Source: an optimization exercise on an open RTL-to-GDS flow (aim: small area and a short achievable clock period). Production flows keep margins and buffers that such runs may drop. The RTL was checked by simulation tests, not by an equivalence proof against the original design. Power figures rest on the tool's default switching activity, not on a simulated workload.

### flow/run.sh
#!/bin/bash
# synth_recipe.tcl (not shown) runs the flow's synth.tcl, then flattens the netlist and writes it again
# the make line also repeats each setting of config.mk as NAME=value (left out here)
make -C /OpenROAD-flow-scripts/flow DESIGN_CONFIG=/design/flow/config.mk WORK_HOME=/design/flow/orfs CLKGATE_MAP_FILE= SYNTH_SCRIPT=/design/flow/synth_recipe.tcl finish
### flow/config.mk
export PLATFORM = sky130hd
export DESIGN_NAME = rv_alu_pipe
export DESIGN_NICKNAME = rv_alu_pipe
export VERILOG_FILES = /design/flow/design.v
export SDC_FILE = /design/flow/constraint.sdc
export NUM_CORES = 4
export LEC_CHECK = 0
export CAP_MARGIN = 20
export CORE_MARGIN = 2
export CORE_UTILIZATION = 45
export CTS_CLUSTER_DIAMETER = 80
export CTS_CLUSTER_SIZE = 30
export GPL_ROUTABILITY_DRIVEN = 1
export SETUP_SLACK_MARGIN = 2.6
export SLEW_MARGIN = 20
export SYNTH_HIERARCHICAL = 1
export SYNTH_MINIMUM_KEEP_SIZE = 0
### flow/constraint.sdc
create_clock -name core_clock -period 7.0 [get_ports {clk}]
set_input_delay 1.4000 -clock core_clock [delete_from_list [all_inputs] [get_ports {clk}]]
set_output_delay 1.4000 -clock core_clock [all_outputs]
set_load 0.01 [all_outputs]
### flow/design.v
module rv_alu_pipe #(
  parameter int XLEN     = 32,
  parameter int NREGS    = 32,
  parameter int IQ_DEPTH = 4,
  parameter int FWD_EN   = 1,
  parameter int CNT_W    = 32
) (
  input  logic                      clk,
  input  logic                      rst,
  input  logic                      in_valid,
  output logic                      in_ready,
  input  logic [31:0]               in_instr,
  input  logic                      hold,
  input  logic [4:0]                dbg_raddr,
  output logic [XLEN-1:0]           dbg_rdata,
  output logic [CNT_W-1:0]          retired_cnt,
  output logic                      illegal,
  output logic [31:0]               illegal_instr,
  output logic [$clog2(IQ_DEPTH):0] iq_count,
  output logic                      busy
);
  logic [31:0] q_mem [4];
  logic [1:0]  q_wr;
  logic [1:0]  q_rd;
  logic [2:0]  q_cnt;
  logic [4:0]  hd_rs1;
  logic [4:0]  hd_rs2;
  logic        hd_imm;
  logic [31:0] gpr [1:31];
  logic        d_vld;
  logic [31:0] d_instr;
  logic [31:0] d_opa;
  logic [31:0] d_opb;
  logic        x_vld;
  logic [4:0]  x_rd;
  logic [31:0] x_res;
  logic        d_sub;
  logic        d_shl;
  logic push, pop, q_empty;
  assign in_ready = ~q_cnt[2];
  assign push     = in_valid & in_ready;
  assign q_empty  = (q_cnt == 3'd0);
  assign iq_count = q_cnt;
  assign busy     = !q_empty || d_vld || x_vld;
  assign pop      = !hold && !q_empty;
  logic [6:0] opc;
  logic [2:0] f3;
  logic [6:0] f7;
  logic [4:0] rd;
  assign opc = d_instr[6:0];
  assign rd  = d_instr[11:7];
  assign f3  = d_instr[14:12];
  assign f7  = d_instr[31:25];
  logic is_r, is_i, is_lui, f7_zero, f7_alt;
  assign is_r    = (opc == 7'b0110011);
  assign is_i    = (opc == 7'b0010011);
  assign is_lui  = (opc == 7'b0110111);
  assign f7_zero = (f7 == 7'b0000000);
  assign f7_alt  = (f7 == 7'b0100000);
  logic d_legal;
  always_comb begin
    d_legal = 1'b0;
    if (is_lui) d_legal = 1'b1;
    else if (is_i) begin
      if (f3 == 3'b001)      d_legal = f7_zero;
      else if (f3 == 3'b101) d_legal = f7_zero | f7_alt;
      else                   d_legal = 1'b1;
    end else if (is_r) begin
      if (f3 == 3'b000 || f3 == 3'b101) d_legal = f7_zero | f7_alt;
      else                              d_legal = f7_zero;
    end
  end
  logic alt, do_sub, sh_left;
  assign alt     = f7[5];
  assign do_sub  = d_sub;
  assign sh_left = d_shl;
  logic [33:0] sum_x;
  logic [31:0] sum;
  logic        cout, lt_s, lt_u;
  assign sum_x = {1'b0, d_opa, 1'b1} + {1'b0, d_opb ^ {32{do_sub}}, do_sub};
  assign sum   = sum_x[32:1];
  assign cout  = sum_x[33];
  assign lt_u  = ~cout;
  assign lt_s  = (d_opa[31] ^ d_opb[31]) ? d_opa[31] : sum[31];
  logic [31:0] sh_in, sh_out, sh_rev;
  logic [63:0] sh_ext;
  always_comb begin
    for (int i = 0; i < 32; i++) sh_in[i] = sh_left ? d_opa[31-i] : d_opa[i];
  end
  assign sh_ext = {{32{alt & d_opa[31] & ~sh_left}}, sh_in} >> d_opb[4:0];
  assign sh_out = sh_ext[31:0];
  always_comb begin
    for (int i = 0; i < 32; i++) sh_rev[i] = sh_out[31-i];
  end
  logic [31:0] alu_res;
  always_comb begin
    if (is_lui) alu_res = {d_instr[31:12], 12'h000};
    else begin
      case (f3)
        3'b000:  alu_res = sum;
        3'b001:  alu_res = sh_rev;
        3'b010:  alu_res = {31'd0, lt_s};
        3'b011:  alu_res = {31'd0, lt_u};
        3'b100:  alu_res = d_opa ^ d_opb;
        3'b101:  alu_res = sh_out;
        3'b110:  alu_res = d_opa | d_opb;
        default: alu_res = d_opa & d_opb;
      endcase
    end
  end
  logic [31:0] q_head;
  assign q_head = q_mem[q_rd];
  logic fwd1, fwd2;
  assign fwd1 = d_vld && d_legal && (rd == hd_rs1) && (hd_rs1 != 5'd0);
  assign fwd2 = d_vld && d_legal && (rd == hd_rs2) && (hd_rs2 != 5'd0) && !hd_imm;
  logic [31:0] xm;
  always_comb begin
    for (int i = 0; i < 32; i++) xm[i] = x_vld && (x_rd == 5'(i));
  end
  logic [33*32-1:0] slots;
  always_comb begin
    slots[31:0] = x_res;
    for (int i = 1; i < 32; i++) slots[32*i +: 32] = gpr[i];
    slots[32*32 +: 32] = {{20{q_head[31]}}, q_head[31:20]};
  end
  logic [31:0] s1;
  logic [32:0] s2;
  always_comb begin
    for (int i = 1; i < 32; i++) begin
      s1[i] = (hd_rs1 == 5'(i)) && !xm[i];
      s2[i] = (hd_rs2 == 5'(i)) && !xm[i] && !hd_imm;
    end
    s1[0]  = x_vld && (x_rd == hd_rs1) && (hd_rs1 != 5'd0);
    s2[0]  = x_vld && (x_rd == hd_rs2) && (hd_rs2 != 5'd0) && !hd_imm;
    s2[32] = hd_imm;
  end
  logic [31:0] rd_a, rd_b;
  rv_alu_pipe_rport #(.N(32)) u_rp1 (.s(s1), .g(slots[32*32-1:0]), .q(rd_a));
  rv_alu_pipe_rport #(.N(33)) u_rp2 (.s(s2), .g(slots),            .q(rd_b));
  logic [7:0] sdh;
  always_comb begin
    for (int i = 0; i < 8; i++) sdh[i] = (dbg_raddr[4:2] == 3'(i));
  end
  rv_alu_pipe_dport u_rpd (.a(dbg_raddr[1:0]), .sh(sdh), .g(slots[32*32-1:32]), .q(dbg_rdata));
  logic [1:0]  q_rd_n;
  logic [31:0] nh;
  assign q_rd_n = pop ? q_rd + 2'd1 : q_rd;
  assign nh     = (push && q_wr == q_rd_n) ? in_instr : q_mem[q_rd_n];
  logic        d_leave, wb;
  logic [31:0] wdata;
  assign d_leave = d_vld && !hold;
  assign wb      = x_vld && !hold;
  assign wdata   = rst ? 32'd0 : x_res;
  always_ff @(posedge clk) begin
    if (push) q_mem[q_wr] <= in_instr;
  end
  always_ff @(posedge clk) begin
    hd_rs1 <= nh[19:15];
    hd_rs2 <= nh[24:20];
    hd_imm <= ~nh[5];
  end
  always_ff @(posedge clk) begin
    if (pop) begin
      d_instr <= q_head;
      d_sub   <= (q_head[14:12] == 3'b010) || (q_head[14:12] == 3'b011)
              || (q_head[14:12] == 3'b000 && q_head[5] && q_head[30]);
      d_shl   <= (q_head[14:12] == 3'b001);
      d_opa   <= fwd1 ? alu_res : rd_a;
      d_opb   <= fwd2 ? alu_res : rd_b;
    end
  end
  always_ff @(posedge clk) begin
    if (!hold) begin
      x_rd  <= rd;
      x_res <= alu_res;
    end
  end
  always_ff @(posedge clk) begin
    for (int i = 1; i < 32; i++)
      if (rst || (wb && x_rd == 5'(i))) gpr[i] <= wdata;
  end
  always_ff @(posedge clk) begin
    if (rst) begin
      q_wr          <= '0;
      q_rd          <= '0;
      q_cnt         <= '0;
      d_vld         <= 1'b0;
      x_vld         <= 1'b0;
      retired_cnt   <= '0;
      illegal       <= 1'b0;
      illegal_instr <= '0;
    end else begin
      if (push) q_wr <= q_wr + 1'b1;
      if (pop)  q_rd <= q_rd + 1'b1;
      q_cnt <= q_cnt + 3'(push) - 3'(pop);
      if (pop)          d_vld <= 1'b1;
      else if (d_leave) d_vld <= 1'b0;
      illegal <= d_leave && !d_legal;
      if (d_leave && !d_legal) illegal_instr <= d_instr;
      if (!hold) x_vld <= d_leave && d_legal;
      if (wb) retired_cnt <= retired_cnt + 1'b1;
    end
  end
endmodule
module rv_alu_pipe_ao3n (
  input  logic [2:0] s,
  input  logic [2:0] d,
  output logic       y
);
  assign y = ~|(s & d);
endmodule
module rv_alu_pipe_ao2n (
  input  logic [1:0] s,
  input  logic [1:0] d,
  output logic       y
);
  assign y = ~|(s & d);
endmodule
module rv_alu_pipe_mux4 (
  input  logic [1:0] a,
  input  logic [3:0] d,
  output logic       y
);
  assign y = d[a];
endmodule
module rv_alu_pipe_rport #(
  parameter int N = 32
) (
  input  logic [N-1:0]    s,
  input  logic [N*32-1:0] g,
  output logic [31:0]     q
);
  localparam int N3 = N / 3;
  localparam int NR = N - 3 * N3;
  localparam int NP = N3 + (NR != 0 ? 1 : 0);
  for (genvar b = 0; b < 32; b++) begin : g_bit
    logic [NP-1:0] p;
    for (genvar k = 0; k < N3; k++) begin : g_grp
      rv_alu_pipe_ao3n u_ao (
        .s(s[3*k +: 3]),
        .d({g[32*(3*k+2) + b], g[32*(3*k+1) + b], g[32*(3*k) + b]}),
        .y(p[k]));
    end
    if (NR == 2) begin : g_r2
      rv_alu_pipe_ao2n u_ao (
        .s(s[3*N3 +: 2]),
        .d({g[32*(3*N3+1) + b], g[32*(3*N3) + b]}),
        .y(p[N3]));
    end else if (NR == 1) begin : g_r1
      assign p[N3] = ~(s[3*N3] & g[32*(3*N3) + b]);
    end
    assign q[b] = ~&p;
  end
endmodule
module rv_alu_pipe_dport (
  input  logic [1:0]       a,
  input  logic [7:0]       sh,
  input  logic [31*32-1:0] g,
  output logic [31:0]      q
);
  logic [32*32-1:0] gz;
  assign gz = {g, 32'd0};
  for (genvar b = 0; b < 32; b++) begin : g_bit
    logic [7:0] m;
    logic [3:0] p;
    for (genvar k = 0; k < 8; k++) begin : g_m
      rv_alu_pipe_mux4 u_m (
        .a(a),
        .d({gz[32*(4*k+3) + b], gz[32*(4*k+2) + b], gz[32*(4*k+1) + b], gz[32*(4*k) + b]}),
        .y(m[k]));
    end
    for (genvar k = 0; k < 4; k++) begin : g_ao
      rv_alu_pipe_ao2n u_ao (.s(sh[2*k +: 2]), .d(m[2*k +: 2]), .y(p[k]));
    end
    assign q[b] = ~&p;
  end
endmodule
==> results of run 1 <==
==> Yosys stat by module, one instance, submodules excluded, a selection <==
| module | flip-flops and latches | times used | cell area, um^2 |
|---|---|---|---|
| rv_alu_pipe | 1342 | 1 | 53000 |
| rv_alu_pipe_dport | 0 | 1 | 204 |
| rv_alu_pipe_mux4 | 0 | 256 | 22.5 |
| rv_alu_pipe_ao2n | 0 | 160 | 12.5 |
| rv_alu_pipe_ao3n | 0 | 672 | 10.0 |
==> routing by layer <==
metal  global-route usage, %  routed length, um
met1                    50.1             106000
met2                    53.4             127000
met3                    17.1              56700
met4                    25.1              26900
met5                   0.585                289
==> timing repair <==
item	in CTS	in global routing
gates cloned	35	4
resized for setup	185	37
hold buffers	0	0
pin swaps	29	27
buffers inserted	32	28
setup endpoints to repair	69	49
==> sequential cells by signal, summed over array words and instances, names as in the netlist, named ones only <==
signal / cells
gpr: 992
q_mem: 128
d_instr: 32
d_opa: 32
d_opb: 32
illegal_instr: 32
retired_cnt: 32
x_res: 32
hd_rs1: 5
hd_rs2: 5
x_rd: 5
q_cnt: 3
q_rd: 2
q_wr: 2
d_shl: 1
d_sub: 1
d_vld: 1
hd_imm: 1
illegal: 1
x_vld: 1
==> worst min-delay path by stage <==
| stage | startpoint | slack, ps | end |
|---|---|---|---|
| global route | illegal_instr[4] | 490 | illegal_instr[4] |
| floorplan | illegal_instr[0] | 480 | illegal_instr[0] |
| detailed placement | illegal_instr[1] | 450 | illegal_instr[1] |
| global placement | illegal_instr[14] | 450 | illegal_instr[14] |
| finish | illegal_instr[4] | 460 | illegal_instr[4] |
| CTS | illegal_instr[1] | 470 | illegal_instr[1] |
==> cell usage in the layout (no fill, tap or decap), drive strengths merged, types with 13 or more instances in the layout <==
cell type / count
clkinv: 19
a21oi: 151
o31ai: 14
xnor2: 30
mux2i: 42
buf: 311
o21ai: 138
nand2b: 26
nand2: 219
o21a: 13
clkbuf: 95
a211oi: 23
inv: 113
clkdlybuf4s50: 104
dfxtp: 87
nand4: 185
o22ai: 13
xor2: 66
nand3: 105
nor3: 90
mux2: 92
o211ai: 27
mux4: 354
nor4: 19
conb: 32
and3: 15
nor2: 171
nor2b: 50
or3: 89
diode: 13
ha: 106
a31oi: 17
a22oi: 174
edfxtp: 1255
a222oi: 673
and2: 24
==> metrics by stage <==
step | power [uW] | setup WS, ps | hold slack (ps) | instance area (um^2) | utilization (%)
floorplan | 20900 | 2030 | 481 | 69400 | -
global placement | 27000 | 1310 | 448 | 75100 | 49.3
detailed placement | 27100 | 1280 | 451 | 75200 | 49.4
CTS | 32400 | 2410 | 466 | 79300 | 52.1
global route | 34200 | 2290 | 491 | 79800 | 52.4
finish | 33400 | 2240 | 462 | 79800 | 52.4
==> kinds of logic after synthesis <==
group / Yosys count / share of synthesized area [%]
fa+ha+maj: 107 / 1.95
flops: 1342 / 57.0
buf+inv: 234 / 1.31
xor+xnor: 96 / 1.21
mux: 488 / 13.6
compound gates: 1349 / 17.3
simple gates: 1028 / 7.60
other cells: 1 / 0.00542
==> worst max-delay path: stages <==
cell	delay [ps]
buf_16	130
buf_8	120
buf_12	100
buf_16	110
mux4_2	500
a22oi_2	170
nand4_1	490
buf_2	330
==> power breakdown <==
group | internal [uW] | switching (uW)
clock | 2250 | 3000
combinational | 5260 | 9760
sequential | 11200 | 2000
==> cell type report <==
type / count / area (um^2)
fill: 12500 / 72500
sequential: 1342 / 39400
multi-input combinational: 3100 / 29800
timing repair buffer: 437 / 4980
tap: 2030 / 2540
clock buffer: 81 / 1880
clock inverter: 51 / 742
inverter: 88 / 334
antenna: 13 / 32.5
timing repair inverter: 1 / 5.00
==> flow_metrics.py, run 1 <==
metrics = {
    "synth": {
        "ys_seq_area_share_pct": 57.0,
        "synth_edf_count": 1255,
        "synthTopCellsByArea": "edfxtp_1, mux4_2, a222oi_1, a22oi_2, dfxtp_1",
        "post-synth-top-count-cell": "edfxtp_1",
        "avgSynthCellArea_um2": 14.9,
        "synth_top_area_share_pct": 54.5,
        "ys_types": 79,
        "synth_cells": 4645,
        "syn_area_mm2": 0.0692,
        "synthFlopType": "edfxtp_1",
        "synthArstFlopShare_pct": 0,
        "ys_seq_elements": 1342,
        "yosys-top-cells-count": "edfxtp_1, a222oi_1, mux4_2",
        "ys_warn_count": 8,
        "yosys.area.top_type": "edfxtp_1",
    },
    "clocking": {
        "clk_latency_ps": 750,
        "root_buffer": "clkbuf_16",
        "cts_num_sinks": 1342,
        "numCtsBuffers": 72,
        "cts-htree-levels": 3,
        "clk_path_buf_depth": 3,
        "cts_tree": "yes",
        "path_clk_slew_ps": 100,
    },
    "floorplan": {
        "core_mm2": 0.152,
        "fp.dieW_um": 396,
        "fp-row-count": 143,
        "dieArea_mm2": 0.157,
        "start_util_pct": 45.5,
        "die_h_um": 396,
        "ioPinCount": 143,
    },
    "status": {
        "outcome": "complete, no violations",
    },
    "setup_path": {
        "cp-start-kind": "input pin",
        "cp_data_arrival_time_ps": 3360,
        "worst-endpoint-required_ps": 5600,
        "path_class": "in -> out",
        "ff2ff_setup_slack_ps": 2690,
        "reg2reg_depth": 9,
        "worstReg2RegEnd": "d_opa[21]",
        "worstSetupEndpoint": "dbg_rdata[0]",
        "r2r_start": "d_opb[2]",
        "critPathCaptureType": "output pin",
        "cp_max_fo": 5,
        "critPathLaunch": "dbg_raddr[0]",
    },
    "routing": {
        "wl_per_cell_um": 44.3,
        "first_pass_iters": 15,
        "wirelength_mm": 316,
        "remaining_drc_errors": 0,
        "ant_nets": 0,
        "dr_total_vias": 58300,
        "drt_iter0_drc": 15500,
        "viasPerCell": 8.17,
    },
    "timing": {
        "hold_viol": 0,
        "fmax_mhz": 210,
        "grt_setup_unrepaired": "yes",
        "worst_clock_skew_ps": 44.9,
        "tightest_slew_ps": 1220,
        "layout_min_cycle_time_ps": 4760,
        "finalMaxSlewViolations": 0,
        "final.setup.tns_ps": 0,
        "final-setup-viol-count": 0,
        "relSlewSlack_pct": 18.6,
        "period_share_pct": 68.0,
    },
    "global_routing": {
        "grt_pass1_vias": 54600,
        "grt_pass1_wl_mm": 427,
        "grt_max_degree": 58,
        "antenna_found_initial": 20,
        "grt.overflow.total": 0,
        "grtUsageTotal_pct": 39.0,
    },
    "layout": {
        "drive_above_1_share_pct": 23.6,
        "fin_nets": 5190,
        "area_growth_pct": 15.3,
        "stdcell_count": 7143,
    },
    "place": {
        "numPlacedInstances": 6899,
        "port_buffers": 142,
        "hpwl_mm": 176,
        "gp_congestion": 1.00,
    },
    "pwr": {
        "ir_worst_vdd_mv": 0.211,
        "power_density_mw_per_mm2": 419,
        "power_leakage_uw": 0.0264,
    },
    "job": {
        "maxCapViolCount": 0,
    },
    "min_path": {
        "hold_depth": 2,
        "hp-class": "reg -> reg",
    },
}
==> run 2, diff against run 1 <==
--- a/flow/design.v
+++ b/flow/design.v
@@ -36,6 +36,7 @@
   logic [31:0] x_res;
   logic        d_sub;
   logic        d_shl;
+  logic [4:0]  d_sha;
   logic push, pop, q_empty;
   assign in_ready = ~q_cnt[2];
   assign push     = in_valid & in_ready;
@@ -87,7 +88,7 @@
   always_comb begin
     for (int i = 0; i < 32; i++) sh_in[i] = sh_left ? d_opa[31-i] : d_opa[i];
   end
-  assign sh_ext = {{32{alt & d_opa[31] & ~sh_left}}, sh_in} >> d_opb[4:0];
+  assign sh_ext = {{32{alt & d_opa[31] & ~sh_left}}, sh_in} >> d_sha;
   assign sh_out = sh_ext[31:0];
   always_comb begin
     for (int i = 0; i < 32; i++) sh_rev[i] = sh_out[31-i];
@@ -168,6 +169,9 @@
       d_opa   <= fwd1 ? alu_res : rd_a;
       d_opb   <= fwd2 ? alu_res : rd_b;
     end
+  end
+  always_ff @(posedge clk) begin
+    if (pop && q_head[13:12] == 2'b01) d_sha <= fwd2 ? alu_res[4:0] : rd_b[4:0];
   end
   always_ff @(posedge clk) begin
     if (!hold) begin
@@ -216,6 +220,13 @@
 );
   assign y = ~|(s & d);
 endmodule
+module rv_alu_pipe_ao8 (
+  input  logic [7:0] s,
+  input  logic [7:0] d,
+  output logic       y
+);
+  assign y = |(s & d);
+endmodule
 module rv_alu_pipe_mux4 (
   input  logic [1:0] a,
   input  logic [3:0] d,
@@ -261,17 +272,14 @@
   logic [32*32-1:0] gz;
   assign gz = {g, 32'd0};
   for (genvar b = 0; b < 32; b++) begin : g_bit
-    logic [7:0] m;
-    logic [3:0] p;
-    for (genvar k = 0; k < 8; k++) begin : g_m
-      rv_alu_pipe_mux4 u_m (
-        .a(a),
-        .d({gz[32*(4*k+3) + b], gz[32*(4*k+2) + b], gz[32*(4*k+1) + b], gz[32*(4*k) + b]}),
-        .y(m[k]));
-    end
-    for (genvar k = 0; k < 4; k++) begin : g_ao
-      rv_alu_pipe_ao2n u_ao (.s(sh[2*k +: 2]), .d(m[2*k +: 2]), .y(p[k]));
-    end
-    assign q[b] = ~&p;
-  end
-endmodule
+    logic [3:0] m;
+    for (genvar c = 0; c < 4; c++) begin : g_c
+      logic [7:0] dd;
+      for (genvar k = 0; k < 8; k++) begin : g_k
+        assign dd[k] = gz[32*(4*k+c) + b];
+      end
+      rv_alu_pipe_ao8 u_ao (.s(sh), .d(dd), .y(m[c]));
+    end
+    rv_alu_pipe_mux4 u_m (.a(a), .d(m), .y(q[b]));
+  end
+endmodule
--- a/flow/config.mk
+++ b/flow/config.mk
@@ -7,7 +7,7 @@
 export LEC_CHECK = 0
 export CAP_MARGIN = 20
 export CORE_MARGIN = 2
-export CORE_UTILIZATION = 45
+export CORE_UTILIZATION = 38
 export CTS_CLUSTER_DIAMETER = 80
 export CTS_CLUSTER_SIZE = 30
 export GPL_ROUTABILITY_DRIVEN = 1
==> flow_metrics.py, run 2 <==
metrics = {
    "global_routing": {
        "grtUsageTotal_pct": 37.8,
        "grt.overflow.total": 0,
        "antenna_found_initial": 19,
        "grt_pass1_vias": 57500,
        "grt_pass1_wl_mm": 472,
        "grt_max_degree": 70,
    },
    "synth": {
        "synthArstFlopShare_pct": 0,
        "avgSynthCellArea_um2": 13.7,
        "syn_area_mm2": 0.0672,
        "ys_seq_area_share_pct": 58.9,
        "ys_seq_elements": 1347,
        "synthFlopType": "edfxtp_1",
        "ys_types": 80,
        "synthTopCellsByArea": "edfxtp_1, a222oi_1, a22oi_1, mux4_2, dfxtp_1",
        "yosys-top-cells-count": "edfxtp_1, a222oi_1, a22oi_1",
        "synth_cells": 4888,
        "synth_edf_count": 1260,
        "post-synth-top-count-cell": "edfxtp_1",
        "synth_top_area_share_pct": 56.3,
        "yosys.area.top_type": "edfxtp_1",
        "ys_warn_count": 8,
    },
    "routing": {
        "first_pass_iters": 22,
        "wl_per_cell_um": 46.5,
        "remaining_drc_errors": 0,
        "wirelength_mm": 358,
        "ant_nets": 0,
        "dr_total_vias": 62600,
        "drt_iter0_drc": 18400,
        "viasPerCell": 8.13,
    },
    "setup_path": {
        "cp_data_arrival_time_ps": 3350,
        "crit_buf_inv": 5,
        "r2r_start": "hd_imm",
        "worstSetupEndpoint": "dbg_rdata[8]",
        "slowest_stage": "mux4_2",
        "crit_chain": "buf_16 -> nor3b_4 -> buf_6 -> clkbuf_16 -> buf_16 -> a22oi_2 -> nand4_1 -> mux4_2 -> buf_6",
        "cp_max_fo": 16,
        "cpPeakStageDelay_ps": 630,
        "critPathLaunch": "dbg_raddr[2]",
        "reg2reg_depth": 9,
        "path_class": "in -> out",
        "cp_num_cells": 9,
        "critPathCaptureType": "output pin",
        "cpLargestDelayFamily": "buffers and inverters",
        "cp-start-kind": "input pin",
        "worstReg2RegEnd": "d_opb[15]",
        "worst-endpoint-required_ps": 5600,
        "ff2ff_setup_slack_ps": 2590,
    },
    "layout": {
        "layout_common_cells": "edfxtp_1, a222oi_1, a22oi_1",
        "final_util_pct": 44.9,
        "reg_top3": "gpr (992), q_mem (128)",
        "max_flop_register": "gpr",
        "largest_reg_flops": 992,
        "drive_above_1_share_pct": 18.7,
        "fin_nets": 5426,
        "layout_commonest_cell": "edfxtp_1",
        "stdcell_count": 7701,
        "final_cell_area_mm2": 0.0791,
        "area_growth_pct": 17.7,
        "num-fill-cells": 15600,
    },
    "timing": {
        "relSlewSlack_pct": 9.92,
        "hold_viol": 0,
        "final.setup.tns_ps": 0,
        "final-setup-viol-count": 0,
        "tightest_slew_ps": 1350,
        "layout_min_cycle_time_ps": 4750,
        "grt_setup_unrepaired": "yes",
        "worst_clock_skew_ps": 110,
        "finalMaxSlewViolations": 0,
        "fmax_mhz": 210,
        "period_share_pct": 67.9,
        "worst_hold_slack_ps": 461,
    },
    "place": {
        "hpwl_mm": 187,
        "port_buffers": 142,
        "numPlacedInstances": 7453,
        "gp_congestion": 0.999,
        "postPlaceCellArea_mm2": 0.0737,
    },
    "floorplan": {
        "fp.dieW_um": 425,
        "fp-row-count": 154,
        "core_mm2": 0.176,
        "die_h_um": 425,
        "start_util_pct": 38.2,
        "ioPinCount": 143,
        "dieArea_mm2": 0.180,
    },
    "pwr": {
        "ir_worst_vdd_mv": 0.246,
        "power_density_mw_per_mm2": 416,
        "power_leakage_uw": 0.0259,
    },
    "min_path": {
        "hp-class": "reg -> reg",
    },
    "clocking": {
        "numCtsBuffers": 76,
        "cts_num_sinks": 1347,
        "root_buffer": "clkbuf_16",
        "clk_latency_ps": 790,
        "clk_path_buf_depth": 3,
        "path_clk_slew_ps": 100,
        "cts_tree": "yes",
        "cts-htree-levels": 3,
    },
    "status": {
        "outcome": "complete, no violations",
    },
    "job": {
        "maxCapViolCount": 0,
    },
}
## run 2: cell types whose count changed in the layout (fill, tap and decap cells not counted), sizes merged, moves of 10 or more
| cell | previous run | this run |
|---|---|---|
| nand4 | 185 | 270 |
| mux2 | 92 | 60 |
| nand2 | 219 | 235 |
| nor3 | 90 | 80 |
| mux4 | 354 | 152 |
| a22oi | 174 | 548 |
| clkinv | 19 | 29 |
| a21o | 11 | 25 |
| and2 | 24 | 11 |
| a21oi | 151 | 141 |
| nor2 | 171 | 182 |
## run 2: worst min-delay path by stage
stage	to	depth (start not counted)	startpoint	slack, ps
floorplan	illegal_instr[0]	2	illegal_instr[0]	480
global placement	illegal_instr[15]	2	illegal_instr[15]	450
detailed placement	illegal_instr[6]	2	illegal_instr[6]	450
CTS	illegal_instr[6]	2	illegal_instr[6]	460
global route	illegal_instr[2]	2	illegal_instr[2]	490
finish	illegal_instr[6]	2	illegal_instr[6]	460
## run 2: cells by family (layout without fill, tap and decap cells)
group           after synthesis  after routing  share of synthesized area [%]
other cells                   1             54                        0.00558
flops                      1347           1347                           58.9
buf+inv                     251            668                           1.49
compound gates             1701           1701                           20.9
xor+xnor                    104            104                           1.36
fa+ha+maj                   107            107                           2.00
simple gates               1123           1126                           8.62
mux                         254            254                           6.77
## run 2: modules after synthesis (local to each module, per instance), a selection
module | flops+latches | cells inside
rv_alu_pipe | 1347 | 3255
rv_alu_pipe_dport | 0 | 1
rv_alu_pipe_ao3n | 0 | 1
rv_alu_pipe_ao8 | 0 | 5
rv_alu_pipe_ao2n | 0 | 1
rv_alu_pipe_mux4 | 0 | 1
## run 2: tightest hold or removal path, cell delays in order, from the launching register on
cell,delay (ps)
dfxtp_1,320
nand2_1,50
a21oi_1,50
## run 2: layer usage
metal,wire [um],up-vias,global-route usage [%]
met5,609,-,1.03
met4,33000,24,25.9
met3,65400,1999,18.9
met2,140000,7307,50.7
met1,119000,30500,47.1
li1,-,22700,-
## run 2: repair_timing
action	CTS	global route
gates cloned	30	9
setup buffers	31	17
pin swaps	20	40
hold buffers	0	0
gates resized for setup	281	116
setup endpoints to repair	75	41
endpoints found under the hold margin	0	0
## run 2: power breakdown
group          total [uW]  internal (uW)  switching, uW
sequential          13400          11100           2260
combinational       14000           4630           9390
clock                5480           2300           3180
## run 2: layout make-up
cell class | count | area (um^2) | area share, %
Timing Repair Buffer | 434 | 4970 | 6.28
Clock inverter | 58 | 852 | 1.08
Tap cell | 2340 | 2930 | 3.70
Inverter | 95 | 357 | 0.451
Antenna cell | 22 | 55.1 | 0.0696
Multi-Input combinational cell | 3324 | 28400 | 35.9
Clock buffer | 81 | 1940 | 2.46
Sequential cell | 1347 | 39600 | 50.1
## run 2: metrics by stage
step | total power [uW] | setup WS [ps]
2_1_floorplan | 19900 | 1100
3_3_place_gp | 26300 | 1140
3_5_place_dp | 26300 | 1060
4_1_cts | 31800 | 2330
5_1_grt | 33400 | 2280
6_report | 32900 | 2250
==> run 3, diff against run 2 <==
--- a/flow/design.v
+++ b/flow/design.v
@@ -37,6 +37,7 @@
   logic        d_sub;
   logic        d_shl;
   logic [4:0]  d_sha;
+  logic        d_s_add, d_s_sll, d_s_slt, d_s_sltu, d_s_xor, d_s_srx, d_s_or, d_s_and, d_s_lui;
   logic push, pop, q_empty;
   assign in_ready = ~q_cnt[2];
   assign push     = in_valid & in_ready;
@@ -78,11 +79,11 @@
   logic [33:0] sum_x;
   logic [31:0] sum;
   logic        cout, lt_s, lt_u;
-  assign sum_x = {1'b0, d_opa, 1'b1} + {1'b0, d_opb ^ {32{do_sub}}, do_sub};
+  assign sum_x = {1'b0, d_opa, 1'b1} + {1'b0, d_opb, do_sub};
   assign sum   = sum_x[32:1];
   assign cout  = sum_x[33];
   assign lt_u  = ~cout;
-  assign lt_s  = (d_opa[31] ^ d_opb[31]) ? d_opa[31] : sum[31];
+  assign lt_s  = (d_opa[31] ^ ~d_opb[31]) ? d_opa[31] : sum[31];
   logic [31:0] sh_in, sh_out, sh_rev;
   logic [63:0] sh_ext;
   always_comb begin
@@ -94,21 +95,14 @@
     for (int i = 0; i < 32; i++) sh_rev[i] = sh_out[31-i];
   end
   logic [31:0] alu_res;
-  always_comb begin
-    if (is_lui) alu_res = {d_instr[31:12], 12'h000};
-    else begin
-      case (f3)
-        3'b000:  alu_res = sum;
-        3'b001:  alu_res = sh_rev;
-        3'b010:  alu_res = {31'd0, lt_s};
-        3'b011:  alu_res = {31'd0, lt_u};
-        3'b100:  alu_res = d_opa ^ d_opb;
-        3'b101:  alu_res = sh_out;
-        3'b110:  alu_res = d_opa | d_opb;
-        default: alu_res = d_opa & d_opb;
-      endcase
-    end
-  end
+  assign alu_res = ({32{d_s_add}} & sum)
+                 | ({32{d_s_sll}} & sh_rev)
+                 | ({32{d_s_srx}} & sh_out)
+                 | ({32{d_s_xor}} & (d_opa ^ d_opb))
+                 | ({32{d_s_or}}  & (d_opa | d_opb))
+                 | ({32{d_s_and}} & (d_opa & d_opb))
+                 | ({32{d_s_lui}} & {d_instr[31:12], 12'h000})
+                 | {31'd0, (d_s_slt & lt_s) | (d_s_sltu & lt_u)};
   logic [31:0] q_head;
   assign q_head = q_mem[q_rd];
   logic fwd1, fwd2;
@@ -138,11 +132,16 @@
   logic [31:0] rd_a, rd_b;
   rv_alu_pipe_rport #(.N(32)) u_rp1 (.s(s1), .g(slots[32*32-1:0]), .q(rd_a));
   rv_alu_pipe_rport #(.N(33)) u_rp2 (.s(s2), .g(slots),            .q(rd_b));
-  logic [7:0] sdh;
-  always_comb begin
-    for (int i = 0; i < 8; i++) sdh[i] = (dbg_raddr[4:2] == 3'(i));
-  end
-  rv_alu_pipe_dport u_rpd (.a(dbg_raddr[1:0]), .sh(sdh), .g(slots[32*32-1:32]), .q(dbg_rdata));
+  for (genvar k = 0; k < 4; k++) begin : g_dsl
+    logic [31*8-1:0] gs;
+    for (genvar r = 1; r < 32; r++) begin : g_r
+      assign gs[8*(r-1) +: 8] = gpr[r][8*k +: 8];
+    end
+    rv_alu_pipe_dport u_rpd (.a(dbg_raddr), .g(gs), .q(dbg_rdata[8*k +: 8]));
+  end
+  logic n_sub;
+  assign n_sub = (q_head[14:12] == 3'b010) || (q_head[14:12] == 3'b011)
+              || (q_head[14:12] == 3'b000 && q_head[5] && q_head[30]);
   logic [1:0]  q_rd_n;
   logic [31:0] nh;
   assign q_rd_n = pop ? q_rd + 2'd1 : q_rd;
@@ -163,11 +162,19 @@
   always_ff @(posedge clk) begin
     if (pop) begin
       d_instr <= q_head;
-      d_sub   <= (q_head[14:12] == 3'b010) || (q_head[14:12] == 3'b011)
-              || (q_head[14:12] == 3'b000 && q_head[5] && q_head[30]);
+      d_sub   <= n_sub;
       d_shl   <= (q_head[14:12] == 3'b001);
+      d_s_lui  <= (q_head[6:0] == 7'b0110111);
+      d_s_add  <= (q_head[6:0] != 7'b0110111) && (q_head[14:12] == 3'b000);
+      d_s_sll  <= (q_head[6:0] != 7'b0110111) && (q_head[14:12] == 3'b001);
+      d_s_slt  <= (q_head[6:0] != 7'b0110111) && (q_head[14:12] == 3'b010);
+      d_s_sltu <= (q_head[6:0] != 7'b0110111) && (q_head[14:12] == 3'b011);
+      d_s_xor  <= (q_head[6:0] != 7'b0110111) && (q_head[14:12] == 3'b100);
+      d_s_srx  <= (q_head[6:0] != 7'b0110111) && (q_head[14:12] == 3'b101);
+      d_s_or   <= (q_head[6:0] != 7'b0110111) && (q_head[14:12] == 3'b110);
+      d_s_and  <= (q_head[6:0] != 7'b0110111) && (q_head[14:12] == 3'b111);
       d_opa   <= fwd1 ? alu_res : rd_a;
-      d_opb   <= fwd2 ? alu_res : rd_b;
+      d_opb   <= (fwd2 ? alu_res : rd_b) ^ {32{n_sub}};
     end
   end
   always_ff @(posedge clk) begin
@@ -227,12 +234,12 @@
 );
   assign y = |(s & d);
 endmodule
-module rv_alu_pipe_mux4 (
-  input  logic [1:0] a,
+module rv_alu_pipe_ao4 (
+  input  logic [3:0] s,
   input  logic [3:0] d,
   output logic       y
 );
-  assign y = d[a];
+  assign y = |(s & d);
 endmodule
 module rv_alu_pipe_rport #(
   parameter int N = 32
@@ -264,22 +271,27 @@
   end
 endmodule
 module rv_alu_pipe_dport (
-  input  logic [1:0]       a,
-  input  logic [7:0]       sh,
-  input  logic [31*32-1:0] g,
-  output logic [31:0]      q
-);
-  logic [32*32-1:0] gz;
-  assign gz = {g, 32'd0};
-  for (genvar b = 0; b < 32; b++) begin : g_bit
+  input  logic [4:0]      a,
+  input  logic [31*8-1:0] g,
+  output logic [7:0]      q
+);
+  logic [32*8-1:0] gz;
+  assign gz = {g, 8'd0};
+  logic [7:0] sh;
+  logic [3:0] sl;
+  always_comb begin
+    for (int i = 0; i < 8; i++) sh[i] = (a[4:2] == 3'(i));
+    for (int i = 0; i < 4; i++) sl[i] = (a[1:0] == 2'(i));
+  end
+  for (genvar b = 0; b < 8; b++) begin : g_bit
     logic [3:0] m;
     for (genvar c = 0; c < 4; c++) begin : g_c
       logic [7:0] dd;
       for (genvar k = 0; k < 8; k++) begin : g_k
-        assign dd[k] = gz[32*(4*k+c) + b];
+        assign dd[k] = gz[8*(4*k+c) + b];
       end
       rv_alu_pipe_ao8 u_ao (.s(sh), .d(dd), .y(m[c]));
     end
-    rv_alu_pipe_mux4 u_m (.a(a), .d(m), .y(q[b]));
-  end
-endmodule
+    rv_alu_pipe_ao4 u_m (.s(sl), .d(m), .y(q[b]));
+  end
+endmodule
==> flow/config.mk (replaced) <==
export PLATFORM = sky130hd
export DESIGN_NAME = rv_alu_pipe
export DESIGN_NICKNAME = rv_alu_pipe
export VERILOG_FILES = /design/flow/design.v
export SDC_FILE = /design/flow/constraint.sdc
export NUM_CORES = 4
export LEC_CHECK = 0
export CAP_MARGIN = 20
export CELL_PAD_IN_SITES_DETAIL_PLACEMENT = 1
export CELL_PAD_IN_SITES_GLOBAL_PLACEMENT = 1
export CORE_MARGIN = 2
export CORE_UTILIZATION = 40
export CTS_CLUSTER_DIAMETER = 60
export CTS_CLUSTER_SIZE = 24
export GPL_ROUTABILITY_DRIVEN = 1
export SETUP_SLACK_MARGIN = 3.0
export SLEW_MARGIN = 20
export SYNTH_HIERARCHICAL = 1
export SYNTH_MINIMUM_KEEP_SIZE = 0
export TNS_END_PERCENT = 10
==> flow_metrics.py, run 3 <==
metrics = {
    "status": {
        "outcome": "complete, no violations",
    },
    "clocking": {
        "clk_latency_ps": 860,
        "path_clk_slew_ps": 80,
        "hold_buffers": 0,
        "clk_path_buf_depth": 3,
        "cts_num_sinks": 1356,
        "numCtsBuffers": 118,
        "cts-htree-levels": 3,
        "root_buffer": "clkbuf_16",
        "cts_tree": "yes",
    },
    "floorplan": {
        "dieArea_mm2": 0.172,
        "fp-row-count": 150,
        "start_util_pct": 40.3,
        "die_h_um": 415,
        "fp.dieW_um": 415,
        "core_mm2": 0.167,
        "ioPinCount": 143,
    },
    "timing": {
        "period_share_pct": 63.4,
        "fin_ws_ps": 2560,
        "grt_setup_unrepaired": "yes",
        "final.setup.tns_ps": 0,
        "final-setup-viol-count": 0,
        "worst_clock_skew_ps": 89.8,
        "fmax_mhz": 225,
        "hold_viol": 0,
        "layout_min_cycle_time_ps": 4440,
        "relSlewSlack_pct": 12.1,
        "tightest_slew_ps": 1320,
        "finalMaxSlewViolations": 0,
    },
    "synth": {
        "post-synth-top-count-cell": "edfxtp_1",
        "synth_edf_count": 1269,
        "ys_seq_elements": 1356,
        "synth.mux.area_fraction_pct": 6.11,
        "yosys.area.top_type": "edfxtp_1",
        "ys_seq_area_share_pct": 59.1,
        "synth_xor_area_share_pct": 1.22,
        "synth_top_area_share_pct": 56.5,
        "ys_types": 87,
        "avgSynthCellArea_um2": 13.7,
        "ys_warn_count": 9,
        "synth_top_family_by_area": "compound AO/OA/AOI/OAI gates",
        "synthFlopType": "edfxtp_1",
        "synth-adder-area-share_pct": 1.41,
        "synthTopCellsByArea": "edfxtp_1, a222oi_1, a22oi_1, mux4_2, nand4_1",
        "synth_cells": 4924,
        "yosys-top-cells-count": "edfxtp_1, a222oi_1, a22oi_1",
        "synth_compound_area_share_pct": 21.4,
        "yosys.area_share.simple_pct": 9.15,
        "synthArstFlopShare_pct": 0,
        "syn_area_mm2": 0.0674,
    },
    "min_path": {
        "hp-class": "reg -> reg",
    },
    "routing": {
        "first_pass_iters": 15,
        "viasPerCell": 8.16,
        "ant_nets": 0,
        "wl_per_cell_um": 50.0,
        "dr_total_vias": 63900,
        "drt_iter0_drc": 14300,
        "wirelength_mm": 392,
        "remaining_drc_errors": 0,
    },
    "place": {
        "port_buffers": 142,
        "gp_congestion": 0.988,
        "place_ws_ps": 1070,
        "postPlaceCellArea_mm2": 0.0739,
        "hpwl_mm": 218,
    },
    "setup_path": {
        "cp-start-kind": "input pin",
        "critPathCaptureType": "output pin",
        "cp_max_fo": 16,
        "path_class": "in -> out",
        "cp_data_arrival_time_ps": 3040,
        "worst-endpoint-required_ps": 5600,
    },
    "layout": {
        "layout_commonest_cell": "edfxtp_1",
        "area_growth_pct": 21.8,
        "drive_above_1_share_pct": 23.9,
        "max_flop_register": "gpr",
        "fin_nets": 5609,
        "largest_reg_flops": 992,
        "final_cell_area_mm2": 0.0821,
        "layout_common_cells": "edfxtp_1, a222oi_1, a22oi_1",
        "reg_top3": "gpr (992), q_mem (128)",
        "final_util_pct": 49.1,
    },
    "pwr": {
        "power_leakage_uw": 0.0270,
        "power_density_mw_per_mm2": 443,
        "ir_worst_vdd_mv": 0.290,
    },
    "global_routing": {
        "grt_pass1_wl_mm": 521,
        "grtUsageTotal_pct": 43.9,
        "grt_pass1_vias": 61000,
        "antenna_found_initial": 24,
        "grt.overflow.total": 0,
        "grt_max_degree": 73,
    },
    "job": {
        "maxCapViolCount": 0,
    },
}
-- run 3: cell count changes after synthesis, moves of 20 or more --
cell,before,now
a21oi_1,141,80
nand2_1,235,182
nor2_1,181,201
mux4_2,145,93
mux2i_1,42,96
a22oi_1,516,597
xnor2_1,30,50
ha_1,106,71
xor2_1,74,44
-- run 3: path summary, 6_finish.rpt --
check	from	endpoint	slack, ps	cells past startpoint
setup / recovery	dbg_raddr[3]	dbg_rdata[15]	2560	9
hold / removal	illegal_instr[18]	illegal_instr[18]	500	2
setup reg to reg	d_sha[2]	d_opb[18]	2590	10
hold reg to reg	illegal_instr[18]	illegal_instr[18]	500	2
-- run 3: layout make-up --
class,instances,area (um^2)
clock inverter,103,1230
sequential,1356,39900
fill,16600,85100
inverter,97,368
antenna,30,75.1
timing repair buffer,563,5610
tap,2204,2760
clock buffer,122,2980
multi-input combinational,3358,29200
-- run 3: where the power goes --
group | total [uW] | leakage, uW | switching, uW | internal [uW]
Combinational | 16100 | 0.0117 | 10900 | 5280
Sequential | 13000 | 0.0132 | 1710 | 11300
Clock | 7240 | 0.00204 | 3800 | 3440
Total | 36300 | 0.0270 | 16400 | 20000
-- run 3: routing by layer --
| metal | global-route usage (%) | vias to the layer above | wire length (um) |
|---|---|---|---|
| li1 | - | 23300 | - |
| met3 | 20.5 | 1916 | 61000 |
| met2 | 61.3 | 6528 | 159000 |
| met4 | 31.5 | 24 | 36200 |
| met1 | 53.0 | 32100 | 135000 |
| met5 | 0 | - | 230 |
-- run 3: metrics by stage --
step / power (uW) / hold slack (ps) / instances
floorplan: 19700 / 473 / 4952
global placement: 26700 / 472 / 7394
detailed placement: 26900 / 484 / 7396
CTS: 34700 / 504 / 7759
global route: 36900 / 534 / 7803
finish: 36300 / 502 / 7833
-- run 3: worst max-delay path, stage by stage --
cell and delay (ps):
buf_16 130, buf_12 140, nor3b_4 160, buf_12 180, a22oi_1 330, nand4_1 180, a22oi_2 220, nand2_2 140
buf_6 150
-- run 3: cell families (layout without fill, tap and decap cells) --
group,Yosys count,after routing
buffers and inverters,256,885
XOR/XNOR,94,94
flip-flops,1356,1356
AO/OA/AOI/OAI,1717,1717
multiplexers,269,269
other,4,62
AND/OR/NAND/NOR,1154,1172
adder cells (fa/ha/maj),74,74
-- run 3: modules after synthesis (local to each module, per instance), a selection --
module | copies in the design | cell area [um^2] | cells | flops+latches
rv_alu_pipe_ao8 | 128 | 36.3 | 5 | 0
rv_alu_pipe_ao2n | 32 | 12.5 | 1 | 0
rv_alu_pipe_dport | 4 | 91.3 | 13 | 0
rv_alu_pipe | 1 | 53200 | 3176 | 1356
rv_alu_pipe_ao4 | 32 | 18.8 | 3 | 0
rv_alu_pipe_ao3n | 672 | 10.0 | 1 | 0
-- run 3: what timing repair did --
item | 4_1_cts | 5_1_grt
gates resized for setup | 468 | 151
cloned | 36 | 1
setup endpoints to repair | 119 | 110
pin swaps | 101 | 49
setup buffers | 102 | 39
==> run 4, diff against run 3 <==
--- a/flow/config.mk
+++ b/flow/config.mk
@@ -10,11 +10,11 @@
 export CELL_PAD_IN_SITES_GLOBAL_PLACEMENT = 1
 export CORE_MARGIN = 2
 export CORE_UTILIZATION = 40
-export CTS_CLUSTER_DIAMETER = 60
-export CTS_CLUSTER_SIZE = 24
+export CTS_CLUSTER_DIAMETER = 70
+export CTS_CLUSTER_SIZE = 28
 export GPL_ROUTABILITY_DRIVEN = 1
 export SETUP_SLACK_MARGIN = 3.0
 export SLEW_MARGIN = 20
 export SYNTH_HIERARCHICAL = 1
 export SYNTH_MINIMUM_KEEP_SIZE = 0
-export TNS_END_PERCENT = 10
+export TNS_END_PERCENT = 5
==> flow_metrics.py, run 4 <==
metrics = {
    "timing": {
        "worst_hold_slack_ps": 505,
        "relSlewSlack_pct": 9.69,
        "final.setup.tns_ps": 0,
        "finalMaxSlewViolations": 0,
        "final-setup-viol-count": 0,
        "period_share_pct": 64.6,
        "worst_clock_skew_ps": 68.0,
        "fin_ws_ps": 2480,
        "fmax_mhz": 221,
        "layout_min_cycle_time_ps": 4520,
        "hold_viol": 0,
        "tightest_slew_ps": 1350,
        "grt_setup_unrepaired": "yes",
    },
    "global_routing": {
        "use_met2_pct": 61.7,
        "antenna_found_initial": 23,
        "busiest_layer": "met2",
        "gr-usage-met3_pct": 19.0,
        "grt.met1_usage_pct": 53.0,
        "grtUsageTotal_pct": 43.6,
        "grt_pass1_wl_mm": 518,
        "grt_max_degree": 73,
        "grt.overflow.total": 0,
        "grt_pass1_vias": 60400,
    },
    "clocking": {
        "clk_latency_ps": 820,
        "clk_path_buf_depth": 3,
        "path_clk_slew_ps": 90,
        "hold_buffers": 0,
        "numCtsBuffers": 100,
        "cts_tree": "yes",
        "cts-htree-levels": 3,
        "cts_num_sinks": 1356,
        "root_buffer": "clkbuf_16",
    },
    "routing": {
        "remaining_drc_errors": 0,
        "drt_iter0_drc": 15300,
        "first_pass_iters": 15,
        "dr_total_vias": 63300,
        "wl_per_cell_um": 50.3,
        "ant_nets": 0,
        "viasPerCell": 8.14,
        "wirelength_mm": 391,
    },
    "status": {
        "outcome": "complete, no violations",
    },
    "synth": {
        "syn_area_mm2": 0.0674,
        "synth_edf_count": 1269,
        "ys_warn_count": 9,
        "synthFlopType": "edfxtp_1",
        "synth.mux.area_fraction_pct": 6.11,
        "yosys.area.top_type": "edfxtp_1",
        "ys_seq_elements": 1356,
        "synth_top_family_by_area": "compound AO/OA/AOI/OAI gates",
        "synth_compound_area_share_pct": 21.4,
        "post-synth-top-count-cell": "edfxtp_1",
        "synth_xor_area_share_pct": 1.22,
        "synth_top_area_share_pct": 56.5,
        "ys_types": 87,
        "avgSynthCellArea_um2": 13.7,
        "yosys.area_share.simple_pct": 9.15,
        "synthTopCellsByArea": "edfxtp_1, a222oi_1, a22oi_1, mux4_2, nand4_1",
        "yosys-top-cells-count": "edfxtp_1, a222oi_1, a22oi_1",
        "ys_seq_area_share_pct": 59.1,
        "synthArstFlopShare_pct": 0,
        "synth-adder-area-share_pct": 1.41,
        "synth_cells": 4924,
    },
    "layout": {
        "final_cell_area_mm2": 0.0810,
        "reg_top3": "gpr (992), q_mem (128)",
        "area_growth_pct": 20.2,
        "layout_common_cells": "edfxtp_1, a222oi_1, a22oi_1",
        "layout_commonest_cell": "edfxtp_1",
        "fin_nets": 5581,
        "stdcell_count": 7773,
        "largest_reg_flops": 992,
        "max_flop_register": "gpr",
        "drive_above_1_share_pct": 22.2,
    },
    "place": {
        "place_ws_ps": 1070,
        "port_buffers": 142,
        "hpwl_mm": 218,
        "postPlaceCellArea_mm2": 0.0739,
        "gp_congestion": 0.988,
        "numPlacedInstances": 7396,
    },
    "setup_path": {
        "critPathCaptureType": "flop",
        "cp_data_arrival_time_ps": 4950,
        "ff2ff_setup_slack_ps": 2480,
        "path_class": "reg -> reg",
        "cp_max_fo": 18,
        "cp-start-kind": "flop",
        "worst-endpoint-required_ps": 7430,
        "reg2reg_depth": 11,
    },
    "floorplan": {
        "fp-row-count": 150,
        "fp.dieW_um": 415,
        "dieArea_mm2": 0.172,
        "start_util_pct": 40.3,
        "core_mm2": 0.167,
        "die_h_um": 415,
        "ioPinCount": 143,
    },
    "job": {
        "maxCapViolCount": 0,
    },
    "min_path": {
        "hp-class": "reg -> reg",
        "hold_depth": 2,
    },
    "pwr": {
        "power_density_mw_per_mm2": 442,
        "ir_worst_vdd_mv": 0.272,
        "power_leakage_uw": 0.0266,
    },
}
-- run 4: cell counts after synthesis --
Identical to the previous run, type by type.
-- run 4: Yosys stat by module (local to each module, per instance), a selection --
module             times used  cells inside  flops+latches
rv_alu_pipe_ao8           128             5              0
rv_alu_pipe_ao2n           32             1              0
rv_alu_pipe_ao4            32             3              0
rv_alu_pipe_ao3n          672             1              0
rv_alu_pipe_dport           4            13              0
rv_alu_pipe                 1          3176           1356
-- run 4: routing by layer --
| layer | wire, um | up-vias | part of all wire (%) |
|---|---|---|---|
| met2 | 160000 | 6341 | 41 |
| met3 | 61500 | 1824 | 16 |
| li1 | - | 23200 | - |
| met4 | 34600 | 18 | 8.8 |
| met5 | 388 | - | 0.099 |
| met1 | 135000 | 31800 | 34 |
-- run 4: what timing repair did --
item                       CTS  global route
pin swaps                   87            37
gates cloned                32             3
gates resized for setup    418           112
buffers inserted            99            35
setup endpoints to repair  123           114
-- run 4: kinds of logic after synthesis --
| group | count (synthesis) |
|---|---|
| compound gates | 1717 |
| flops | 1356 |
| simple gates | 1154 |
| mux | 269 |
| buf+inv | 256 |
| xor+xnor | 94 |
| fa+ha+maj | 74 |
| other cells | 4 |
-- run 4: critical path, stage by stage (launching register included) --
cell and delay, ps:
edfxtp_1 500, nor2b_1 340, nand3_1 390, nor2_1 310
nor3_2 90, buf_4 320, buf_4 380, a222oi_1 450
nand3_1 160, or3_1 450, mux2i_1 430, xnor2_1 280
-- run 4: where the power goes --
part	internal [uW]	switching (uW)	leakage, uW	total (uW)
Combinational	5240	10800	0.0116	16100
Sequential	11200	1700	0.0132	12900
Clock	3120	3640	0.00182	6760
-- run 4: layout make-up --
class | count | area [um^2]
Inverter | 97 | 368
Clock buffer | 103 | 2540
Antenna cell | 17 | 42.5
Sequential cell | 1356 | 39900
Tap cell | 2204 | 2760
Multi-Input combinational cell | 3356 | 28800
Fill cell | 16600 | 86200
Timing Repair Buffer | 555 | 5440
Clock inverter | 85 | 1200
-- run 4: worst paths after layout --
check                        start               end
setup / recovery           x_rd[1]          d_opb[9]
hold / removal    illegal_instr[2]  illegal_instr[2]
setup reg to reg           x_rd[1]          d_opb[9]
hold reg to reg   illegal_instr[2]  illegal_instr[2]
-- run 4: through the flow --
| stage | total power (uW) | util [%] |
|---|---|---|
| floorplan | 19700 | - |
| global placement | 26700 | 44.2 |
| detailed placement | 26900 | 44.2 |
| CTS | 34100 | 47.9 |
| global route | 36300 | 48.4 |
| finish | 35800 | 48.5 |
==> run 5, diff against run 4 <==
--- a/flow/design.v
+++ b/flow/design.v
@@ -23,6 +23,7 @@
   logic [1:0]  q_wr;
   logic [1:0]  q_rd;
   logic [2:0]  q_cnt;
+  logic        busy_r;
   logic [4:0]  hd_rs1;
   logic [4:0]  hd_rs2;
   logic        hd_imm;
@@ -35,7 +36,6 @@
   logic [4:0]  x_rd;
   logic [31:0] x_res;
   logic        d_sub;
-  logic        d_shl;
   logic [4:0]  d_sha;
   logic        d_s_add, d_s_sll, d_s_slt, d_s_sltu, d_s_xor, d_s_srx, d_s_or, d_s_and, d_s_lui;
   logic push, pop, q_empty;
@@ -43,7 +43,7 @@
   assign push     = in_valid & in_ready;
   assign q_empty  = (q_cnt == 3'd0);
   assign iq_count = q_cnt;
-  assign busy     = !q_empty || d_vld || x_vld;
+  assign busy     = busy_r;
   assign pop      = !hold && !q_empty;
   logic [6:0] opc;
   logic [2:0] f3;
@@ -72,10 +72,9 @@
       else                              d_legal = f7_zero;
     end
   end
-  logic alt, do_sub, sh_left;
+  logic alt, do_sub;
   assign alt     = f7[5];
   assign do_sub  = d_sub;
-  assign sh_left = d_shl;
   logic [33:0] sum_x;
   logic [31:0] sum;
   logic        cout, lt_s, lt_u;
@@ -84,16 +83,11 @@
   assign cout  = sum_x[33];
   assign lt_u  = ~cout;
   assign lt_s  = (d_opa[31] ^ ~d_opb[31]) ? d_opa[31] : sum[31];
-  logic [31:0] sh_in, sh_out, sh_rev;
+  logic [31:0] sh_out, sh_rev;
   logic [63:0] sh_ext;
-  always_comb begin
-    for (int i = 0; i < 32; i++) sh_in[i] = sh_left ? d_opa[31-i] : d_opa[i];
-  end
-  assign sh_ext = {{32{alt & d_opa[31] & ~sh_left}}, sh_in} >> d_sha;
+  assign sh_ext = {{32{alt & d_opa[31]}}, d_opa} >> d_sha;
   assign sh_out = sh_ext[31:0];
-  always_comb begin
-    for (int i = 0; i < 32; i++) sh_rev[i] = sh_out[31-i];
-  end
+  assign sh_rev = d_opa << d_sha;
   logic [31:0] alu_res;
   assign alu_res = ({32{d_s_add}} & sum)
                  | ({32{d_s_sll}} & sh_rev)
@@ -163,7 +157,6 @@
     if (pop) begin
       d_instr <= q_head;
       d_sub   <= n_sub;
-      d_shl   <= (q_head[14:12] == 3'b001);
       d_s_lui  <= (q_head[6:0] == 7'b0110111);
       d_s_add  <= (q_head[6:0] != 7'b0110111) && (q_head[14:12] == 3'b000);
       d_s_sll  <= (q_head[6:0] != 7'b0110111) && (q_head[14:12] == 3'b001);
@@ -189,6 +182,17 @@
   always_ff @(posedge clk) begin
     for (int i = 1; i < 32; i++)
       if (rst || (wb && x_rd == 5'(i))) gpr[i] <= wdata;
+  end
+  logic [2:0] q_cnt_n;
+  logic       d_vld_n, x_vld_n;
+  always_comb begin
+    q_cnt_n = q_cnt + 3'(push) - 3'(pop);
+    d_vld_n = pop ? 1'b1 : (d_leave ? 1'b0 : d_vld);
+    x_vld_n = hold ? x_vld : (d_leave && d_legal);
+  end
+  always_ff @(posedge clk) begin
+    if (rst) busy_r <= 1'b0;
+    else     busy_r <= (q_cnt_n != 3'd0) || d_vld_n || x_vld_n;
   end
   always_ff @(posedge clk) begin
     if (rst) begin
==> flow/config.mk (replaced) <==
export PLATFORM = sky130hd
export DESIGN_NAME = rv_alu_pipe
export DESIGN_NICKNAME = rv_alu_pipe
export VERILOG_FILES = /design/flow/design.v
export SDC_FILE = /design/flow/constraint.sdc
export NUM_CORES = 4
export LEC_CHECK = 0
export CAP_MARGIN = 20
export CORE_MARGIN = 2
export CORE_UTILIZATION = 40
export CTS_CLUSTER_DIAMETER = 60
export CTS_CLUSTER_SIZE = 24
export GPL_ROUTABILITY_DRIVEN = 1
export SETUP_SLACK_MARGIN = 3.0
export SLEW_MARGIN = 20
export SYNTH_HIERARCHICAL = 1
export SYNTH_MINIMUM_KEEP_SIZE = 0
export TNS_END_PERCENT = 10
==> flow_metrics.py, run 5 <==
metrics = {
    "min_path": {
        "hold_end": "illegal_instr[12]",
        "hp-class": "reg -> reg",
        "min_from": "illegal_instr[12]",
        "hold_depth": 2,
    },
    "setup_path": {
        "worstReg2RegEnd": "d_opb[12]",
        "cp_max_fo": 8,
        "critPathCaptureType": "output pin",
        "slowest_stage": "a22oi_2",
        "r2r_start": "x_rd[4]",
        "reg2reg_depth": 10,
        "path_class": "in -> out",
        "cpPeakStageDelay_ps": 220,
        "crit_chain": "buf_16 -> buf_16 -> buf_6 -> nor3_4 -> buf_6 -> buf_12 -> a22oi_2 -> nand4_1 -> a22oi_2 -> nand2_2 -> buf_6",
        "cp-start-kind": "input pin",
        "crit_top_cell": "buf_6",
        "ff2ff_setup_slack_ps": 2680,
        "cp_data_arrival_time_ps": 3090,
        "worst-endpoint-required_ps": 5600,
    },
    "synth": {
        "synth_top_area_share_pct": 56.8,
        "synthArstFlopShare_pct": 0,
        "synth_cells": 4852,
        "ys_warn_count": 9,
        "ys_seq_area_share_pct": 59.4,
        "ys_seq_elements": 1356,
        "yosys.area.top_type": "edfxtp_1",
        "ys_types": 86,
        "post-synth-top-count-cell": "edfxtp_1",
        "synthFlopType": "edfxtp_1",
        "synth_edf_count": 1268,
        "avgSynthCellArea_um2": 13.8,
        "yosys-top-cells-count": "edfxtp_1, a222oi_1, a22oi_1",
        "synthTopCellsByArea": "edfxtp_1, a222oi_1, a22oi_1, mux4_2, nand4_1",
        "syn_area_mm2": 0.0670,
    },
    "timing": {
        "fmax_mhz": 223,
        "layout_min_cycle_time_ps": 4490,
        "relSlewSlack_pct": 11.8,
        "final-setup-viol-count": 0,
        "tightest_slew_ps": 1320,
        "finalMaxSlewViolations": 0,
        "final.setup.tns_ps": 0,
        "period_share_pct": 64.2,
        "grt_setup_unrepaired": "yes",
        "worst_clock_skew_ps": 115,
        "hold_viol": 0,
    },
    "status": {
        "outcome": "complete, no violations",
    },
    "clocking": {
        "clk_path_buf_depth": 3,
        "numCtsBuffers": 103,
        "cts_num_sinks": 1356,
        "root_buffer": "clkbuf_16",
        "hold_buffers": 0,
        "clk_latency_ps": 840,
        "path_clk_slew_ps": 80,
        "cts_tree": "yes",
        "cts-htree-levels": 3,
    },
    "routing": {
        "ant_nets": 0,
        "wl_met2_mm": 142,
        "first_pass_iters": 17,
        "viasPerCell": 8.24,
        "highest_layer": "met5",
        "drt_iter0_drc": 18600,
        "m1WireLength_mm": 118,
        "wl_per_cell_um": 46.8,
        "wirelength_mm": 363,
        "remaining_drc_errors": 0,
        "dr_total_vias": 63900,
        "wl_met3_mm": 67.8,
    },
    "floorplan": {
        "start_util_pct": 40.2,
        "fp.dieW_um": 413,
        "dieArea_mm2": 0.171,
        "die_h_um": 413,
        "ioPinCount": 143,
        "fp-row-count": 150,
        "core_mm2": 0.167,
    },
    "layout": {
        "layout_commonest_cell": "edfxtp_1",
        "area_growth_pct": 21.7,
        "drive_above_1_share_pct": 23.5,
        "num-fill-cells": 14300,
        "max_flop_register": "gpr",
        "largest_reg_flops": 992,
        "reg_top3": "gpr (992), q_mem (128)",
        "final_cell_area_mm2": 0.0816,
        "layout_common_cells": "edfxtp_1, a222oi_1, a22oi_1",
        "fin_nets": 5546,
    },
    "pwr": {
        "power_leakage_uw": 0.0270,
        "ir_worst_vdd_mv": 0.278,
        "power_density_mw_per_mm2": 425,
    },
    "place": {
        "hpwl_mm": 191,
        "postPlaceCellArea_mm2": 0.0733,
        "gp_congestion": 0.993,
        "port_buffers": 142,
    },
    "global_routing": {
        "grt.overflow.total": 0,
        "grt_pass1_wl_mm": 477,
        "antenna_found_initial": 30,
        "grt_pass1_vias": 57500,
        "grt_max_degree": 93,
        "grtUsageTotal_pct": 40.5,
    },
    "job": {
        "maxCapViolCount": 0,
    },
}
[run 5: logic make-up (layout without fill, tap and decap cells)]
| group | count (synthesis) | after routing | synth area share, % |
|---|---|---|---|
| and+or+nand+nor | 1159 | 1186 | 9.11 |
| AOI/OAI and AO/OA | 1652 | 1652 | 20.8 |
| other | 4 | 63 | 0.0224 |
| adders and majority gates | 74 | 74 | 1.41 |
| DFF | 1356 | 1356 | 59.4 |
| xor gates and xnor gates | 98 | 98 | 1.28 |
| muxes | 267 | 267 | 6.34 |
| buffers and inverters | 242 | 856 | 1.64 |
[run 5: how the worst max path moves through the flow]
stage                      start             to  cells after the start
global route        dbg_raddr[3]  dbg_rdata[30]                     11
global placement    dbg_raddr[0]   dbg_rdata[7]                      6
detailed placement  dbg_raddr[4]  dbg_rdata[10]                      8
floorplan                   hold     gpr[10][0]                      5
finish              dbg_raddr[3]  dbg_rdata[25]                     11
CTS                    d_opb[16]       d_opb[0]                     18
[run 5: timing repair]
action                                  CTS  global route
resized for setup                       483           179
gates cloned                             48             9
pin swaps                               118            90
endpoints found under the setup margin  313           399
setup buffers                            95            65
[run 5: worst max-delay path, delay by kind of cell]
kind	cells	cell delay, ps
and+or+nand+nor	3	400
buffers and inverters	6	850
AOI/OAI and AO/OA	2	430
[run 5: power breakdown]
group	internal (uW)	switching, uW
Clock	3100	3550
Sequential	11300	1620
Combinational	4980	10200
[run 5: per-layer routing]
metal / global-route usage (%) / vias up
li1: - / 23100
met1: 48.9 / 30800
met2: 55.0 / 7819
met3: 22.5 / 2249
met4: 26.5 / 44
met5: 1.72 / -
[run 5: area by class of cell]
type	instances	area [um^2]	area share (%)
clock inverter	87	1180	1.45
tap	2204	2760	3.38
timing repair buffer	570	5910	7.24
sequential	1356	39800	48.8
antenna	31	77.6	0.0951
inverter	91	345	0.423
clock buffer	108	2600	3.18
multi-input combinational	3309	28900	35.4
[run 5: per-stage QoR]
stage,instances,power (uW),setup WS [ps],hold WS (ps),util (%)
floorplan,4880,19500,2180,469,-
global placement,7313,25800,1250,474,43.9
detailed placement,7313,25800,1230,486,43.9
CTS,7651,32800,2540,507,48.0
global route,7725,35100,2460,531,48.8
finish,7756,34700,2510,501,48.9
[run 5: per-module statistics from Yosys (local to each module, per instance), a selection]
module / flip-flops and latches / copies in the design / cells inside / cell area [um^2]
rv_alu_pipe: 1356 / 1 / 3104 / 52800
rv_alu_pipe_dport: 0 / 4 / 13 / 91.3
rv_alu_pipe_ao8: 0 / 128 / 5 / 36.3
rv_alu_pipe_ao4: 0 / 32 / 3 / 18.8
rv_alu_pipe_ao2n: 0 / 32 / 1 / 12.5
rv_alu_pipe_ao3n: 0 / 672 / 1 / 10.0

static timing again, ports no longer ideal:
In the flow no input, the clock included, has a driving cell. The finished layouts below were timed again as built, in two steps.
Step 1: set_driving_cell puts a clkbuf_16 on clk and a buf_2 on each other input, an assumption about the parent block.
Step 2, shift: input delay + t, output delay - t, t = (earliest + latest rising clock arrival at the registers) / 2. This alone moves slack from input paths to output paths.
Slacks: ideal / step 1 / step 2; pairs: ideal / step 1.
run | t (ns) | setup slack, ns | worst hold slack (ns) | latest minus earliest clock arrival (ns)
run 1 | 0.809 | 2.239 / 1.867 / 1.867 | 0.462 / 0.462 / 0.462 | 0.050 / 0.050
run 2 | 0.825 | 2.249 / 2.145 / 2.145 | 0.461 / 0.461 / 0.461 | 0.111 / 0.110
run 3 | 0.894 | 2.560 / 2.192 / 2.088 | 0.502 / 0.502 / 0.502 | 0.091 / 0.090
run 4 | 0.862 | 2.481 / 2.192 / 2.098 | 0.505 / 0.505 / 0.505 | 0.071 / 0.072
run 5 | 0.862 | 2.508 / 2.219 / 2.163 | 0.501 / 0.501 / 0.501 | 0.118 / 0.118
After both steps setup and hold are still met in every run listed. For run 3, which loses most, drivers alone change the setup slack by -0.368 ns; drivers and shift together by -0.472 ns.
